This is an optimization exercise on Yosys and OpenROAD, whose aim is small area, a short achievable clock period and few clock cycles, not a production implementation. Function was checked by simulation only, so behaviour that the tests miss may differ from the original. Power and IR drop assume default switching activity.

--- design/flow/run.sh ---
#!/bin/bash
# synth_recipe.tcl (not shown) runs the flow's synth.tcl, then flattens the netlist and writes it again
# the make line also repeats each setting of config.mk as NAME=value (left out here)
make -C /OpenROAD-flow-scripts/flow DESIGN_CONFIG=/design/flow/config.mk WORK_HOME=/design/flow/orfs CLKGATE_MAP_FILE= SYNTH_SCRIPT=/design/flow/synth_recipe.tcl finish
--- design/flow/constraint.sdc ---
create_clock -name core_clock -period 5.5 [get_ports {Clock}]
set_input_delay 1.1000 -clock core_clock [delete_from_list [all_inputs] [get_ports {Clock}]]
set_output_delay 1.1000 -clock core_clock [all_outputs]
set_load 0.01 [all_outputs]
--- design/flow/config.mk ---
export PLATFORM = sky130hd
export DESIGN_NAME = mulDivUnit
export DESIGN_NICKNAME = mulDivUnit
export VERILOG_FILES = /design/flow/design.v
export SDC_FILE = /design/flow/constraint.sdc
export NUM_CORES = 4
export LEC_CHECK = 0
export CAP_MARGIN = 20
export CORE_MARGIN = 2
export CORE_UTILIZATION = 40
export SLEW_MARGIN = 20
--- design/flow/design.v ---
`timescale 1ns/1ps
`default_nettype none
package mulDivPkg;
	typedef enum logic {
		OpMul = 1'b0,
		OpDiv = 1'b1
	} mulDivOp;
	typedef struct packed {
		logic cyc;
		logic stb;
		logic we;
		logic [4:0] adr;
		logic [32-1:0] datW;
	} wbReq;
	typedef struct packed {
		logic [32-1:0] datR;
		logic ack;
	} wbRsp;
	typedef struct packed {
		logic [32-1:0] hi;
		logic [32-1:0] lo;
	} hiLo;
endpackage
`default_nettype wire
`timescale 1ns/1ps
`default_nettype none
module boothMultiplier (
	input  logic Clock,
	input  logic rstN,
	input  logic start,
	input  logic [32-1:0] multiplicand,
	input  logic [32-1:0] multiplier,
	output logic done,
	output mulDivPkg::hiLo result
);
	localparam int W = 32;
	localparam int CntW = $clog2(32);
	logic [W:0] acc;
	logic [W-1:0] mq;
	logic mqExtra;
	logic [W:0] mcand;
	logic [W:0] sum;
	logic [CntW-1:0] count;
	logic running;
	always_comb begin
		case ({mq[0], mqExtra})
			2'b01: sum = acc + mcand;
			2'b10: sum = acc - mcand;
			default: sum = acc;
		endcase
	end
	always_ff @(posedge Clock) begin
		if (start) begin
			acc <= '0;
			mq <= multiplier;
			mqExtra <= 1'b0;
			mcand <= {multiplicand[W-1], multiplicand};
		end else if (running) begin
			acc <= {sum[W], sum[W:1]};
			mq <= {sum[0], mq[W-1:1]};
			mqExtra <= mq[0];
		end
	end
	always_ff @(posedge Clock) begin
		if (!rstN) begin
			running <= 1'b0;
			count <= '0;
			done <= 1'b0;
		end else begin
			done <= 1'b0;
			if (start) begin
				running <= 1'b1;
				count <= '0;
			end else if (running) begin
				count <= count + 1'b1;
				if (count == CntW'(32 - 1)) begin
					running <= 1'b0;
					done <= 1'b1;
				end
			end
		end
	end
	assign result.hi = acc[W-1:0];
	assign result.lo = mq;
endmodule
`default_nettype wire
`timescale 1ns/1ps
`default_nettype none
module restoringDivider (
	input  logic Clock,
	input  logic rstN,
	input  logic start,
	input  logic [32-1:0] dividend,
	input  logic [32-1:0] divisor,
	output logic done,
	output logic divZero,
	output mulDivPkg::hiLo result
);
	localparam int W = 32;
	localparam int CntW = $clog2(32);
	logic [W-1:0] rem;
	logic [W-1:0] quo;
	logic [W-1:0] dvs;
	logic negQuo;
	logic negRem;
	logic [W:0] shifted;
	logic [W:0] trial;
	logic [W-1:0] resHi;
	logic [W-1:0] resLo;
	logic [CntW-1:0] count;
	logic running;
	logic fixup;
	assign shifted = {rem, quo[W-1]};
	assign trial = shifted - {1'b0, dvs};
	always_ff @(posedge Clock) begin
		if (start) begin
			rem <= '0;
			quo <= dividend[W-1] ? -dividend : dividend;
			dvs <= divisor[W-1] ? -divisor : divisor;
			negQuo <= dividend[W-1] ^ divisor[W-1];
			negRem <= dividend[W-1];
			if (divisor == '0) begin
				resHi <= '0;
				resLo <= '0;
			end
		end else if (running) begin
			if (!trial[W]) begin
				rem <= trial[W-1:0];
				quo <= {quo[W-2:0], 1'b1};
			end else begin
				rem <= shifted[W-1:0];
				quo <= {quo[W-2:0], 1'b0};
			end
		end else if (fixup) begin
			resLo <= negQuo ? -quo : quo;
			resHi <= negRem ? -rem : rem;
		end
	end
	always_ff @(posedge Clock) begin
		if (!rstN) begin
			running <= 1'b0;
			fixup <= 1'b0;
			count <= '0;
			done <= 1'b0;
			divZero <= 1'b0;
		end else begin
			done <= 1'b0;
			divZero <= 1'b0;
			fixup <= 1'b0;
			if (start) begin
				if (divisor == '0) begin
					done <= 1'b1;
					divZero <= 1'b1;
				end else begin
					running <= 1'b1;
					count <= '0;
				end
			end else if (running) begin
				count <= count + 1'b1;
				if (count == CntW'(32 - 1)) begin
					running <= 1'b0;
					fixup <= 1'b1;
				end
			end else if (fixup) begin
				done <= 1'b1;
			end
		end
	end
	assign result.hi = resHi;
	assign result.lo = resLo;
endmodule
`default_nettype wire
`timescale 1ns/1ps
`default_nettype none
module hiLoCombiner (
	input  logic Clock,
	input  logic rstN,
	input  logic start,
	input  logic mulDone,
	input  mulDivPkg::hiLo mulResult,
	input  logic divDone,
	input  mulDivPkg::hiLo divResult,
	input  logic divZero,
	output logic busy,
	output mulDivPkg::hiLo held,
	output logic heldDivZero
);
	always_ff @(posedge Clock) begin
		if (!rstN) begin
			busy <= 1'b0;
		end else if (start) begin
			busy <= 1'b1;
		end else if (mulDone || divDone) begin
			busy <= 1'b0;
		end
	end
	always_ff @(posedge Clock) begin
		if (!rstN) begin
			held <= '0;
			heldDivZero <= 1'b0;
		end else if (mulDone) begin
			held <= mulResult;
			heldDivZero <= 1'b0;
		end else if (divDone) begin
			held <= divResult;
			heldDivZero <= divZero;
		end
	end
endmodule
`default_nettype wire
`timescale 1ns/1ps
`default_nettype none
module mulDivUnit (
	input  logic Clock,
	input  logic rstN,
	input  logic wbCyc,
	input  logic wbStb,
	input  logic wbWe,
	input  logic [4:0] wbAdr,
	input  logic [32-1:0] wbDatW,
	output logic [32-1:0] wbDatR,
	output logic wbAck
);
	mulDivPkg::wbReq wbIn;
	mulDivPkg::wbRsp wbOut;
	assign wbIn.cyc = wbCyc;
	assign wbIn.stb = wbStb;
	assign wbIn.we = wbWe;
	assign wbIn.adr = wbAdr;
	assign wbIn.datW = wbDatW;
	assign wbDatR = wbOut.datR;
	assign wbAck = wbOut.ack;
	localparam int W = 32;
	logic [W-1:0] opA;
	logic [W-1:0] opB;
	logic ack;
	logic [W-1:0] datR;
	logic [W-1:0] rdMux;
	logic [2:0] wordAdr;
	logic reqNew;
	logic wrNew;
	mulDivPkg::mulDivOp op;
	logic start;
	logic startMul;
	logic startDiv;
	logic mulDone;
	logic divDone;
	logic divZero;
	mulDivPkg::hiLo mulResult;
	mulDivPkg::hiLo divResult;
	mulDivPkg::hiLo held;
	logic busy;
	logic heldDivZero;
	assign reqNew = wbIn.cyc && wbIn.stb && !ack;
	assign wrNew = reqNew && wbIn.we;
	assign wordAdr = wbIn.adr[4:2];
	assign op = mulDivPkg::mulDivOp'(wbIn.datW[0]);
	assign start = wrNew && (wordAdr == 3'd2) && !busy;
	assign startMul = start && (op == mulDivPkg::OpMul);
	assign startDiv = start && (op == mulDivPkg::OpDiv);
	always_comb begin
		case (wordAdr)
			3'd0: rdMux = opA;
			3'd1: rdMux = opB;
			3'd3: rdMux = {{(W-2){1'b0}}, heldDivZero, busy};
			3'd4: rdMux = held.lo;
			3'd5: rdMux = held.hi;
			default: rdMux = '0;
		endcase
	end
	always_ff @(posedge Clock) begin
		if (!rstN) begin
			ack <= 1'b0;
			datR <= '0;
			opA <= '0;
			opB <= '0;
		end else begin
			ack <= reqNew;
			if (reqNew && !wbIn.we) begin
				datR <= rdMux;
			end
			if (wrNew && wordAdr == 3'd0) begin
				opA <= wbIn.datW;
			end
			if (wrNew && wordAdr == 3'd1) begin
				opB <= wbIn.datW;
			end
		end
	end
	assign wbOut.datR = datR;
	assign wbOut.ack = ack;
	boothMultiplier boothMultiplier_inst (
		.Clock(Clock),
		.rstN(rstN),
		.start(startMul),
		.multiplicand(opA),
		.multiplier(opB),
		.done(mulDone),
		.result(mulResult)
	);
	restoringDivider restoringDivider_inst (
		.Clock(Clock),
		.rstN(rstN),
		.start(startDiv),
		.dividend(opA),
		.divisor(opB),
		.done(divDone),
		.divZero(divZero),
		.result(divResult)
	);
	hiLoCombiner hiLoCombiner_inst (
		.Clock(Clock),
		.rstN(rstN),
		.start(start),
		.mulDone(mulDone),
		.mulResult(mulResult),
		.divDone(divDone),
		.divResult(divResult),
		.divZero(divZero),
		.busy(busy),
		.held(held),
		.heldDivZero(heldDivZero)
	);
endmodule
`default_nettype wire
==> flow_metrics.tcl <==
set metrics [dict create \
    fp-row-count 90 \
    hold_class "reg2reg" \
    post_dp_cell_area_um2 25600 \
    rsz0062_at_grt "no" \
    overflow 0 \
    worstMarginPinSlew_ns 1.07 \
    start_util_pct 40.3 \
    routed_wl_um 70300 \
    ioPinCount 75 \
    ant_nets 0 \
    clock_sinks 438 \
    met1_usage_pct 29.8 \
    synth-main-ff-cell "dfxtp_1" \
    drcViolationCount 0 \
    n_antenna_cell 0 \
    period_needed_ns 4.89 \
    h-tree-depth 2 \
    grtUsageMet2_pct 35.5 \
    cts_resized 0 \
    grt_use_total_pct 22.1 \
    clockBufferDepth 3 \
    drv_cap 0 \
    final-setup-viol-count 0 \
    synth_cell_types 73 \
    cts_buffers 50 \
    core_area_um2 60100 \
    place.gp.congestion 0.858 \
    grt-busiest-layer "met2" \
    antenna_found_initial 0 \
    power.density_nw_per_um2 322 \
    holdPathStages 2 \
    crit_arrival_ns 5.33 \
    r2r-end "boothMultiplier_inst.acc[30]" \
    synth_top_cell_area_share_pct 24.1 \
    grt_max_degree 99 \
    grt_util_met3_pct 3.53 \
    syn_area_um2 24200 \
    cts_hold_buffers 0 \
    clk_pin_slew_worst_paths_ns 0.06 \
    reg2regPathDepth 17 \
    final_area_um2 27300 \
    die_w_um 250 \
    ys_warn_count 4 \
    yosys.area.top_type "edfxtp_1" \
    rrSetupSlack_ns 0.61 \
    path_class "reg2reg" \
    dieArea_um2 62500 \
    vdd_ir_drop_max_v 0.000216 \
    syn_to_final_growth_pct 12.7 \
    chipHeight_um 250 \
    postSynthCellCount 2683 \
    synthTopCellsByArea "edfxtp_1, dfxtp_1, nand2_1" \
    hold_viol 0 \
    synth-seq-area-share_pct 44.2 \
    cp_max_fo 6 \
    io_buffers 72 \
    postSynthAreaPerCell_um2 9.03 \
    startpoint_type "flip-flop" \
    grt_pass1_wl_um 109000 \
    post_drt_wl_per_cell_um 20.1 \
    vias_per_cell 5.63 \
    ys_async_sr_fraction_pct 0 \
    cts_root_buffer "clkbuf_16" \
    required_ns 5.93 \
    tritoncts "done" \
    num_vias 19700 \
    ys_ff_latch 438 \
    status "no timing/DRC/antenna violations" \
    final.setup.tns_ns 0 \
    synth_edf_count 194 \
    postCtsSetupRepairBufs 0 \
    maxSlewViolCount 0 \
    crit_path_end_kind "flip-flop" \
    maxSlewHeadroom_pct 28.5 \
    hold_end "opA[31]" \
    yosys-top-cells-count "nand2_1, dfxtp_1, o21ai_0" \
    clock_latency_ns 0.60 \
    r2r_start "boothMultiplier_inst.mcand[3]" \
    syn_nets 2801 \
    synth.most_common_cell "nand2_1" \
    fmax_mhz 204 \
    finalNetCount 2797 \
    p_leak_uw 0.0100 \
    fillCellCount 5769 \
    drive_gt1_share_pct 5.62 \
    drtIter0Drc 1358 \
    dp_hpwl_um 49900 \
    holdCritStartpoint "opA[31]" \
    first_pass_iters 5 \
    grt_pass1_vias 18800 \
    skew_ns 0.0329 \
    period_share_pct 89.0 \
]
sequential cells by signal, summed over array words and instances (netlist names), 5 cells and up:
register,count
boothMultiplier_inst.acc,32
restoringDivider_inst.dvs,32
boothMultiplier_inst.count,5
boothMultiplier_inst.mq,32
restoringDivider_inst.count,5
hiLoCombiner_inst.held,64
opA,32
boothMultiplier_inst.mcand,32
restoringDivider_inst.rem,32
datR,32
restoringDivider_inst.quo,32
restoringDivider_inst.resHi,32
restoringDivider_inst.resLo,32
opB,32
metal layers:
layer / vias to the layer above / routed length (um)
li1: 9519 / -
met1: 9485 / 31500
met2: 589 / 32000
met3: 113 / 4280
met4: 0 / 2490
met5: - / 0
kinds of logic (layout without fill, tap and decap cells):
group / after synthesis / after routing / synth area share, %
and+or+nand+nor: 877 / 877 / 17.0
DFF: 438 / 438 / 44.2
adders and majority gates: 76 / 76 / 3.99
AOI/OAI and AO/OA: 731 / 731 / 18.8
muxes: 113 / 113 / 4.71
xor gates and xnor gates: 206 / 206 / 7.45
buffers and inverters: 242 / 280 / 3.78
through the flow:
step	instances	hold WS, ns	worst slack [ns]	total power [uW]	utilization, %
finish	3503	0.463	0.606	8790	45.4
global route	3503	0.494	0.224	9180	45.4
CTS	3503	0.467	0.643	8820	45.4
detailed placement	3409	0.459	0.670	5390	42.6
global placement	3409	0.453	0.721	5360	42.6
floorplan	2683	0.460	1.28	4960	-
critical path: stages (launching register included):
cell and delay, ns:
edfxtp_1 0.42, or3_1 0.40, or3_1 0.36, nor3_1 0.36, and3_1 0.35, nand2_1 0.07
nor2_1 0.28, a21oi_1 0.14, xnor2_1 0.17, ha_1 0.37, nand3_1 0.10, o211ai_1 0.12
or4_1 0.46, o21ai_0 0.47, o221ai_1 0.20, a21oi_1 0.25, or4_1 0.14, o211ai_1 0.07
where the power goes:
group	internal (uW)	switching, uW
logic	715	990
clock network	2020	1410
registers	3500	151
how the worst max path moves through the flow:
stage                                              from                              to
after floorplan                                  opB[4]  restoringDivider_inst.resHi[0]
after global placement    boothMultiplier_inst.mcand[3]    boothMultiplier_inst.acc[30]
after global routing      boothMultiplier_inst.mcand[3]    boothMultiplier_inst.acc[30]
after detailed placement  boothMultiplier_inst.mcand[4]    boothMultiplier_inst.acc[30]
final                     boothMultiplier_inst.mcand[3]    boothMultiplier_inst.acc[30]
after CTS                 boothMultiplier_inst.mcand[4]    boothMultiplier_inst.acc[30]
area by class of cell:
class	count	area (um2)	area share [%]
clock buffers	66	1390	5.10
clock inverters	28	295	1.08
inverters	80	302	1.10
multi-input cells	2003	12600	46.2
flip-flops and latches	438	10700	39.3
well taps	782	978	3.58
repair buffers	106	998	3.66
layout by cell type (no fill, tap or decap), types with 8 or more instances in the layout:
master / instances
edfxtp_1: 194
dfxtp_1: 241
nor2b_1: 46
o21ai_0: 221
o21a_1: 9
o21bai_1: 12
nor3_1: 25
a211oi_1: 18
xor2_1: 108
or3_1: 16
mux2i_1: 105
o31ai_1: 34
a21o_1: 21
nor2_1: 143
mux2_2: 8
ha_1: 73
o41ai_1: 20
and3_1: 18
or4_1: 28
a31oi_1: 12
clkbuf_1: 9
a22oi_1: 67
nand2b_1: 20
nand4_1: 11
a21oi_1: 182
o211ai_1: 23
buf_4: 33
clkbuf_16: 51
nand3_1: 22
inv_1: 78
clkdlybuf4s50_1: 71
xnor2_1: 98
nand2_1: 428
clkinv_2: 9
a21boi_0: 68
and2_1: 78
Testbench counts, summed over its fixed seeds: cycles 57,650.

## what the ideal ports hide
How much do the figures lean on ideal ports? The routed layout below was timed once more, with nothing changed but the port constraints. Step 1 assumes that a clkbuf_16 drives the clock port and a buf_2 every other input. Step 2 also shifts input and output timing later by t, the mid clock arrival at the registers, as if the neighbouring blocks saw the same clock. a / b / c = ideal / step 1 / step 2; a / b = the first two.
shift t [ns]: 0.641
slack for setup (ns): 0.606 / 0.606 / 0.606
clock arrival spread, ns: 0.034 / 0.034
worst register clock-pin slew, ns: 0.06 / 0.06
worst slew at a driven data input, ns: 0.05
After both steps setup and hold are still met in this run. For this run, drivers alone change the setup slack by 0.000 ns; drivers and shift together by 0.000 ns.
